This is an optimization exercise on Yosys and OpenROAD, whose aim is small area, a short achievable clock period and few clock cycles per item, not a production implementation.
Only simulation tests tie the RTL to the original design; equivalence was not proved.
Power and IR drop assume default switching activity.

== job 1757 ==
==> flow/design.v (excerpt) <==
module ghash_tag_engine (
  input  logic         clk,
  input  logic         rst,
  input  logic [127:0] h_key,
  input  logic         h_load,
  input  logic [127:0] ek_y0,
  input  logic         ek_load,
  input  logic         start,
  input  logic         blk_valid,
  output logic         blk_ready,
  input  logic [127:0] blk_data,
  input  logic [4:0]   blk_bytes,
  input  logic         blk_type,
  input  logic         blk_last,
  output logic [127:0] tag,
  output logic [127:0] ghash_out,
  output logic         tag_valid,
  input  logic         tag_ready,
  output logic         busy,
  output logic         err
);
Size in the first run: roughly 18000 cells after synthesis, ~1400 flip-flops.
==> flow/config.mk <==
export PLATFORM = sky130hd
export DESIGN_NAME = ghash_tag_engine
export DESIGN_NICKNAME = ghash_tag_engine
export VERILOG_FILES = /design/flow/design.v
export SDC_FILE = /design/flow/constraint.sdc
export NUM_CORES = 4
export LEC_CHECK = 0
export CAP_MARGIN = 20
export CORE_MARGIN = 2
export CORE_UTILIZATION = 30
export CTS_CLUSTER_DIAMETER = 100
export CTS_CLUSTER_SIZE = 20
export SETUP_SLACK_MARGIN = 4.5
export SLEW_MARGIN = 20
==> flow/constraint.sdc <==
create_clock -name core_clock -period 8.0 [get_ports {clk}]
set_input_delay 1.6000 -clock core_clock [delete_from_list [all_inputs] [get_ports {clk}]]
set_output_delay 1.6000 -clock core_clock [all_outputs]
set_load 0.01 [all_outputs]
run.sh (not shown) runs the stock make flow with config.mk's settings and CLKGATE_MAP_FILE= SYNTH_SCRIPT=/design/flow/synth_recipe.tcl, a recipe that flattens the netlist after the stock synthesis.
Job 1757: PASS, flow complete, no timing, DRC or antenna violations
Testbench counts of job 1757, summed over its fixed seeds: cycles 2,597, items 1,821.
diff inputs: job 1757 => job 3326
-- flow/config.mk --
<<< job 1757, line 9
export CORE_MARGIN = 2
export CORE_UTILIZATION = 30
export CTS_CLUSTER_DIAMETER = 100
export CTS_CLUSTER_SIZE = 20
export SETUP_SLACK_MARGIN = 4.5
export SLEW_MARGIN = 20
>>> job 3326, line 9
export CORE_MARGIN = 2
export CORE_UTILIZATION = 33
export CTS_CLUSTER_DIAMETER = 100
export CTS_CLUSTER_SIZE = 20
export SETUP_SLACK_MARGIN = 4.2
export SLEW_MARGIN = 20
## What came out
From job 1757 to job 3326 the numbers moved as follows: total power went down by 0.0030 W; worst setup slack decreased 0.21 ns; final wirelength down 0.62%; global-route wire length before repair flat.
Diff job 1757 and job 3326: area overhead of the layout relative to synthesis lower in job 3326
Re design area: job 1757 and job 3326 aren't equal, and the lower value belongs to job 3326.
Re max-slew headroom at the worst pin: job 3326 is 5.8 points down on job 1757.
Compared with job 1757, in job 3326 final standard cell utilization of the core shows an increase of 2.3 points; hold-critical path depth shows a reduction of 1.
### job 3326 -> job 2401
-- flow/config.mk --
<<< job 3326, line 12
export CTS_CLUSTER_SIZE = 20
export SETUP_SLACK_MARGIN = 4.2
export SLEW_MARGIN = 20
>>> job 2401, line 12
export CTS_CLUSTER_SIZE = 20
export SETUP_SLACK_MARGIN = 4.5
export SLEW_MARGIN = 20
## What came out
Job 2401 went all the way through synthesis, placement and routing and the layout is clean on timing, DRC and antenna.
Relative to job 3326, post-layout instance count excluding filler cells has gone up in job 2401.
Job 2401 ended with less switching fraction of total power than job 3326.
Status: quantity of I/O buffers inserted on ports parity (job 3326, job 2401)
Of job 3326 and job 2401, the run reporting the lower hold slack was job 3326.
Job 2401 against job 3326: combinational group share of total power increased by 1.1 points relative to the old numbers, non-clock buffer total of the final layout increased by about 10% relative to the old numbers, leakage power increased by 2.3 nW relative to the old numbers.
Cell area | job 2401 vs job 3326 | job 2401 larger
Job 2401: clock power higher than job 3326
Combinational gate power (job 2401 / job 3326): 1.07
On first-pass GRT wire length, the lower figure sits with job 2401, not job 3326.

* * *

## build 98
Starting RTL as in the previous note.
Settings: LEC_CHECK=0, CAP_MARGIN=20, CORE_MARGIN=2, CORE_UTILIZATION=40, CTS_CLUSTER_DIAMETER=80, CTS_CLUSTER_SIZE=25, PLACE_DENSITY=0.72, SETUP_SLACK_MARGIN=4.5, SLEW_MARGIN=20; clock period 8.0 ns.
Testbench counts of build 98, summed over its fixed seeds: cycles 2,597, items 1,821.
Input-level comparison between build 17 and build 98:
Settings: removing CTS_CLUSTER_SIZE (formerly 25); removing SETUP_SLACK_MARGIN (formerly 4.5); removing PLACE_DENSITY (formerly 0.72); removing CTS_CLUSTER_DIAMETER (formerly 80).
Build 17 vs. build 98: ratio of cells with drive above 1 in the final layout went down 4.1 points, switching component of the power went down by 6.4%.
The core of build 17 is less densely filled than that of build 98.
Number of non-clock buffers in the layout was higher in the run labelled build 98.
Build 17 vs build 98: part of the cycle the worst path needs up
Diff build 98 -> build 17 | final cell count | decrease of about 1%
The inputs of build 21 differ from those of build 17 as listed below.
Settings: an added CTS_CLUSTER_SIZE of 20; a change of CORE_UTILIZATION from 40 to 27; an added SETUP_SLACK_MARGIN of 4.5; an added CTS_CLUSTER_DIAMETER of 100.
## What came out
Going from build 17 to build 21, die area grew by more than a quarter. Build 21 vs build 17, critical path capture point: o[100]$_DFF_P_ vs hb[121]$_DFF_P_. Cmp build 17 and build 21 / global router's overall resource usage / higher: build 17. Diff build 17 -> build 21: number of buffers outside the clock class in the layout rose about 28%, footprint of the multi-input gates rose 4200 um2. Compared with build 17, build 21 shows a higher via count of the routed design.
### build 21 -> build 94
Settings: CTS_CLUSTER_SIZE now 25, was 20; CTS_CLUSTER_DIAMETER now 80, was 100; CORE_UTILIZATION now 40, was 27.
## What came out
- On clock-cell share of area: between build 94 and build 21, it ends up lower for build 21.
- Build 94 completed; timing, DRC and antenna clean
- Cell area | build 94 vs build 21 | build 94 smaller
- The final reports for build 94 and build 21 show arrival time at the worst endpoint lower in the former.

## what the ideal ports hide
The results above use ideal ports. As a check the final layouts listed here were re-extracted and re-timed, cells and wires unchanged.
Step 1 assumes that a clkbuf_16 drives the clock port and a buf_2 every other input.
Step 2 also shifts input and output timing later by t, the mid clock arrival at the registers, as if the neighbouring blocks saw the same clock.
Three values: ideal ports, drivers, drivers and shift; two values: the first two.
| run | t (ns) | slack for setup (ns) | hold WS [ns] | pins driven straight from the clock port |
|---|---|---|---|---|
| job 1757 | 1.070 | 4.261 / 4.261 / 3.427 | 0.468 / 0.468 / 0.468 | 1 |
| job 3326 | 1.054 | 4.053 / 4.053 / 3.073 | 0.446 / 0.446 / 0.446 | 1 |
| job 2401 | 1.083 | 4.254 / 4.240 / 3.406 | 0.466 / 0.466 / 0.466 | 1 |
| build 98 | 1.034 | 4.243 / 4.243 / 3.577 | 0.465 / 0.465 / 0.465 | 1 |
| build 17 | 1.087 | 3.169 / 3.104 / 2.078 | 0.457 / 0.457 / 0.457 | 1 |
| build 21 | 1.076 | 4.293 / 4.293 / 3.441 | 0.459 / 0.459 / 0.459 | 1 |
| build 94 | 1.063 | 4.231 / 4.231 / 3.595 | 0.466 / 0.466 / 0.466 | 1 |
After both steps setup and hold are still met in every run listed. For build 17, which loses most, drivers alone change the setup slack by -0.065 ns; drivers and shift together by -1.091 ns.
